Background: an optimization exercise with open tools, aiming at a short achievable clock period and few clock cycles. Do not read the settings as production practice. Only the layout flow was run in this run; the RTL was not checked for function there. Power and IR drop assume default switching activity.

==> flow/design.v <==
`timescale 1ns/1ns
package cpuIsaPkg;
    typedef logic [8-1:0] data_t;                  
    typedef logic [8-1:0] addr_t;                  
    typedef logic [$clog2(4)-1:0] regIdx_t;      
    typedef logic [2*8-1:0] instr_t;               
    typedef enum logic [3:0] {
        LDI = 4'd0,      
        LDM = 4'd1,      
        STM = 4'd2,      
        MOV = 4'd3,
        AND = 4'd4,
        OR  = 4'd5,
        NOT = 4'd6,
        ADD = 4'd7,
        SUB = 4'd8,
        LSL = 4'd9,
        LSR = 4'd10,
        INC = 4'd11,
        DEC = 4'd12,
        BRA = 4'd13,
        BNE = 4'd14,     
        NOP = 4'd15
    } opcode_e;
    typedef enum logic [1:0] {
        FETCH_HI = 2'd0,
        FETCH_LO = 2'd1,
        EXEC     = 2'd2
    } step_e;
    typedef struct packed {
        logic z;
        logic c;
        logic n;
    } flags_t;
    typedef enum logic [1:0] {
        WB_ALU = 2'd0,
        WB_IMM = 2'd1,
        WB_MEM = 2'd2
    } wbSrc_e;
    typedef struct packed {
        logic    regWe;
        regIdx_t regWsel;
        regIdx_t rdSelA;
        regIdx_t rdSelB;
        wbSrc_e  wbSrc;
        opcode_e aluOp;
        logic    flagsWe;
        logic    fetchHi;        
        logic    fetchLo;        
        logic    memWe;
        logic    branch;         
        logic    branchIfNz;     
        data_t   operand;        
    } ctrl_t;
    typedef struct packed {
        logic  we;
        addr_t addr;
        data_t data;
    } memLoad_t;
    typedef struct packed {
        logic  we;
        addr_t addr;
        data_t data;
    } memWrite_t;
    typedef struct packed {
        addr_t  pc;
        flags_t flags;
        logic   instrDone;
    } cpuStatus_t;
endpackage
`timescale 1ns/1ns
module cpuTop
(
    input  logic       clk,
    input  logic       rst,
    input  logic       load_we,
    input  logic [7:0] load_addr,
    input  logic [7:0] load_data,
    output logic       store_we,
    output logic [7:0] store_addr,
    output logic [7:0] store_data,
    output logic [7:0] status_pc,
    output logic [2:0] status_flags,
    output logic       status_instrDone
);
    localparam logic [3:0] LDI = 4'd0,  LDM = 4'd1,  STM = 4'd2,  MOV = 4'd3,
                           AND = 4'd4,  OR  = 4'd5,  NOT = 4'd6,  ADD = 4'd7,
                           SUB = 4'd8,  LSL = 4'd9,  LSR = 4'd10, INC = 4'd11,
                           DEC = 4'd12, BRA = 4'd13, BNE = 4'd14;
    function automatic logic [255:0] decode8(input logic [7:0] x);
        logic [15:0] lo, hi;
        lo = 16'd1 << x[3:0];
        hi = 16'd1 << x[7:4];
        for (int i = 0; i < 256; i++) begin
            decode8[i] = hi[i / 16] & lo[i % 16];
        end
    endfunction
    logic       ldWe;
    logic [7:0] ldAddr;
    logic [7:0] ldData;
    always_ff @(posedge clk) begin
        ldWe   <= load_we;
        ldAddr <= load_addr;
        ldData <= load_data;
    end
    wire  [255:0] col  [8];          
    wire  [255:0] colN [8];          
    logic [7:0] regs [4];
    logic       fz, fc, fn;
    logic [255:0] pcOH;              
    logic [7:0]   pcF;               
    logic [7:0]   fHi;
    logic [7:0]   fLo;
    logic [255:0] fLoOH;
    for (genvar j = 0; j < 8; j++) begin : g_fetch
        assign fHi[j] = |(pcOH & col[j]);
        assign fLo[j] = |(pcOH & colN[j]);
    end
    assign fLoOH = decode8(fLo);
    logic         exV;
    logic         exSt;              
    logic [3:0]   exOp;
    logic [1:0]   exD;
    logic [1:0]   exS;
    logic [7:0]   exImm;
    logic [255:0] exImmOH;
    logic [7:0]   exPc;              
    logic [7:0]   exSd;              
    logic [7:0] a, b, res, ldmData;
    logic       cNew;
    logic       isAlu;
    logic       zRes;
    logic       zNext;
    logic       kill;
    logic       taken;
    assign a = regs[exD];
    assign b = regs[exS];
    for (genvar j = 0; j < 8; j++) begin : g_ldm
        assign ldmData[j] = |(exImmOH & col[j]);
    end
    always_comb begin
        cNew = fc;
        case (exOp)
            MOV: res = b;
            AND: res = a & b;
            OR:  res = a | b;
            NOT: res = ~b;
            ADD: {cNew, res} = {1'b0, a} + {1'b0, b};
            SUB: begin
                res  = a - b;
                cNew = (a >= b);
            end
            LSL: begin
                res  = {b[6:0], 1'b0};
                cNew = b[7];
            end
            LSR: begin
                res  = {1'b0, b[7:1]};
                cNew = b[0];
            end
            INC: res = b + 8'd1;
            DEC: res = b - 8'd1;
            default: res = b;
        endcase
    end
    always_comb begin
        case (exOp)
            MOV:     zRes = (b == 8'h00);
            AND:     zRes = ((a & b) == 8'h00);
            OR:      zRes = ((a | b) == 8'h00);
            NOT:     zRes = (b == 8'hFF);
            ADD:     zRes = ((a ^ b) == {(a[6:0] | b[6:0]), 1'b0});
            SUB:     zRes = (a == b);
            LSL:     zRes = (b[6:0] == 7'h00);
            LSR:     zRes = (b[7:1] == 7'h00);
            INC:     zRes = (b == 8'hFF);
            DEC:     zRes = (b == 8'h01);
            default: zRes = fz;
        endcase
    end
    logic       wbEn;
    logic [7:0] wbData;
    assign isAlu  = exV && (exOp >= MOV) && (exOp <= DEC);
    assign wbEn   = exV && ((exOp == LDI) || (exOp == LDM) || isAlu);
    assign wbData = (exOp == LDI) ? exImm : (exOp == LDM) ? ldmData : res;
    assign zNext = isAlu ? zRes : fz;
    assign kill  = exSt && ((exImm == pcF) || (8'(exImm - 8'd1) == pcF));
    assign taken = (fHi[7:4] == BRA) || ((fHi[7:4] == BNE) && !zNext);
    always_ff @(posedge clk) begin
        if (rst) begin
            pcOH <= 256'd1;
            pcF  <= '0;
            exV  <= 1'b0;
            exSt <= 1'b0;
        end else begin
            exV  <= !kill;
            exSt <= !kill && (fHi[7:4] == STM);
            if (!kill) begin
                pcOH <= taken ? fLoOH : {pcOH[253:0], pcOH[255:254]};
                pcF  <= taken ? fLo : 8'(pcF + 8'd2);
            end
        end
        exPc <= pcF;
        if (wbEn && (exD == fHi[1:0])) begin
            exSd <= wbData;
        end else begin
            exSd <= regs[fHi[1:0]];
        end
        if (!kill) begin
            exOp    <= fHi[7:4];
            exD     <= fHi[3:2];
            exS     <= fHi[1:0];
            exImm   <= fLo;
            exImmOH <= fLoOH;
        end
    end
    always_ff @(posedge clk) begin
        if (rst) begin
            for (int i = 0; i < 4; i++) begin
                regs[i] <= '0;
            end
            fz <= 1'b0;
            fc <= 1'b0;
            fn <= 1'b0;
        end else begin
            if (wbEn) begin
                regs[exD] <= wbData;
            end
            if (isAlu) begin
                fz <= zRes;
                fn <= res[7];
                fc <= cNew;
            end
        end
    end
    logic [255:0] ldOH;
    assign ldOH = decode8(ldAddr);
    for (genvar i = 0; i < 256; i++) begin : g_mem
        logic [7:0] q;
        always_ff @(posedge clk) begin
            if (ldWe && ldOH[i]) begin
                q <= ldData;
            end else if (!ldWe && exSt && exImmOH[i]) begin
                q <= exSd;
            end
        end
        for (genvar j = 0; j < 8; j++) begin : g_bit
            assign col[j][i]                 = q[j];
            assign colN[j][(i + 255) % 256]  = q[j];
        end
    end
    assign store_we         = exSt;
    assign store_addr       = exImm;
    assign store_data       = exSd;
    assign status_pc        = exPc;
    assign status_flags     = {fz, fc, fn};
    assign status_instrDone = exV;
endmodule
==> flow/run.sh <==
#!/bin/bash
# synth_recipe.tcl (not shown) runs the flow's synth.tcl, then flattens the netlist and writes it again
# the make line also repeats each setting of config.mk as NAME=value (left out here)
make -C /OpenROAD-flow-scripts/flow DESIGN_CONFIG=/design/flow/config.mk WORK_HOME=/design/flow/orfs CLKGATE_MAP_FILE= SYNTH_SCRIPT=/design/flow/synth_recipe.tcl finish
==> flow/config.mk <==
export PLATFORM = sky130hd
export DESIGN_NAME = cpuTop
export DESIGN_NICKNAME = cpuTop
export VERILOG_FILES = /design/flow/design.v
export SDC_FILE = /design/flow/constraint.sdc
export NUM_CORES = 4
export LEC_CHECK = 0
export CAP_MARGIN = 20
export CORE_MARGIN = 2
export CORE_UTILIZATION = 40
export SETUP_SLACK_MARGIN = 4.5
export SLEW_MARGIN = 20
==> flow/constraint.sdc <==
create_clock -name core_clock -period 7.0 [get_ports {clk}]
set_input_delay 1.4000 -clock core_clock [delete_from_list [all_inputs] [get_ports {clk}]]
set_output_delay 1.4000 -clock core_clock [all_outputs]
set_load 0.01 [all_outputs]
==> impl_metrics.csv <==
group,metric,value,unit
global_route,grt_pass1_wl,2940000,µm
synthesis,ys.flop_type,"edfxtp_1",
clock_network,h-tree-depth,5,
synthesis,synthTopCellsByArea,"edfxtp_1 (47%), mux2_2 (16%), a221oi_1 (7.5%)",
run_status,haltStage,"global routing (5_1_grt)",
synthesis,netlist_instances,11957,
synthesis,yosys_register_bits,2658,
synthesis,synth_top_area_frac,0.474,
clock_network,clockBufferDepth,4,
clock_network,clockRootBuffer,"clkbuf_16",
global_route,grt_max_degree,155,
floorplan,die_y,614,µm
clock_network,cts.sinks,2658,
synthesis,ys_seq_area_frac,0.515,
synthesis,yosysTopAreaCell,"edfxtp_1",
synthesis,synthArstFlopShare,0,
synthesis,ys_warn_count,1,
clock_network,ctsHoldBuffers,0,
floorplan,fp.dieW,614,µm
floorplan,start_util,0.401,
placed_design,place_hpwl,1640000,µm
synthesis,syn_nets,12011,
placed_design,place_inst,17035,
synthesis,syn_avg_cell_area,12.5,µm²
synthesis,synth.distinct_cells,73,
synthesis,synth.top_cells.by_count,"edfxtp_1 (2352), mux2_2 (2058), clkbuf_1 (1343), a221oi_1 (1269), a22o_1 (1257)",
floorplan,num_io_pins,48,
floorplan,rows,224,
run_status,status,"did not finish",
global_route,overflow,76577,
global_route,grt_pass1_vias,201147,
placed_design,portBuffers,47,
run_status,stop_error,"[ERROR GRT-0116] Global routing finished with congestion. Check the congestion regions in the DRC Viewer.",
synthesis,synth.most_common_cell,"edfxtp_1",
clock_network,cts_buffers,307,
global_route,grtUsageTotal,1.23,
synthesis,synth_area,149000,µm²
placed_design,place.gp.congestion,2.02,
synthesis,synth_edf_count,2352,
worst max-delay path by stage:
| stage | startpoint | to | slack, ns | depth (start not counted) |
|---|---|---|---|---|
| after floorplan | exImm[0] | pcOH[100] | 0.72 | 12 |
| after global placement | g_mem[71].q[5] | pcOH[210] | 0.88 | 11 |
| after detailed placement | pcOH[222] | pcOH[238] | 1.03 | 13 |
| after CTS | exImmOH[57] | regs[1][6] | 2.60 | 12 |
through the flow:
stage | instance area, µm² | util | total power [W] | hold WS (ns) | setup WS [ns]
2_1_floorplan | 150000 | - | 0.0319 | 0.329 | 0.716
3_3_place_gp | 164000 | 0.440 | 0.0423 | 0.382 | 0.876
3_5_place_dp | 164000 | 0.442 | 0.0427 | 0.389 | 1.03
4_1_cts | 200000 | 0.538 | 0.0670 | 0.414 | 2.60
power by group through the flow:
stage                     logic, W  registers [W]  clock network [W]
after CTS                   0.0306         0.0200             0.0164
after detailed placement    0.0218         0.0209                  0
after global placement      0.0213         0.0210                  0
after floorplan             0.0121         0.0198                  0
metal layers:
metal  overflow  GRT usage
met1      15601       1.13
met2      43645       1.54
met3       9311       1.07
met4       7181       1.12
met5        839      0.938
logic make-up after synthesis:
group           Yosys count  share of synthesized area
compound gates         3638                      0.206
xor+xnor                 25                    0.00147
fa+ha+maj                35                    0.00304
buf+inv                1538                     0.0397
flops                  2658                      0.515
mux                    2310                      0.174
simple gates           1753                     0.0610
repair_timing:
item / CTS
gates resized for setup: 2786
buffers inserted: 1186
setup endpoints to repair: 5010
gates cloned: 116
pin swaps: 408
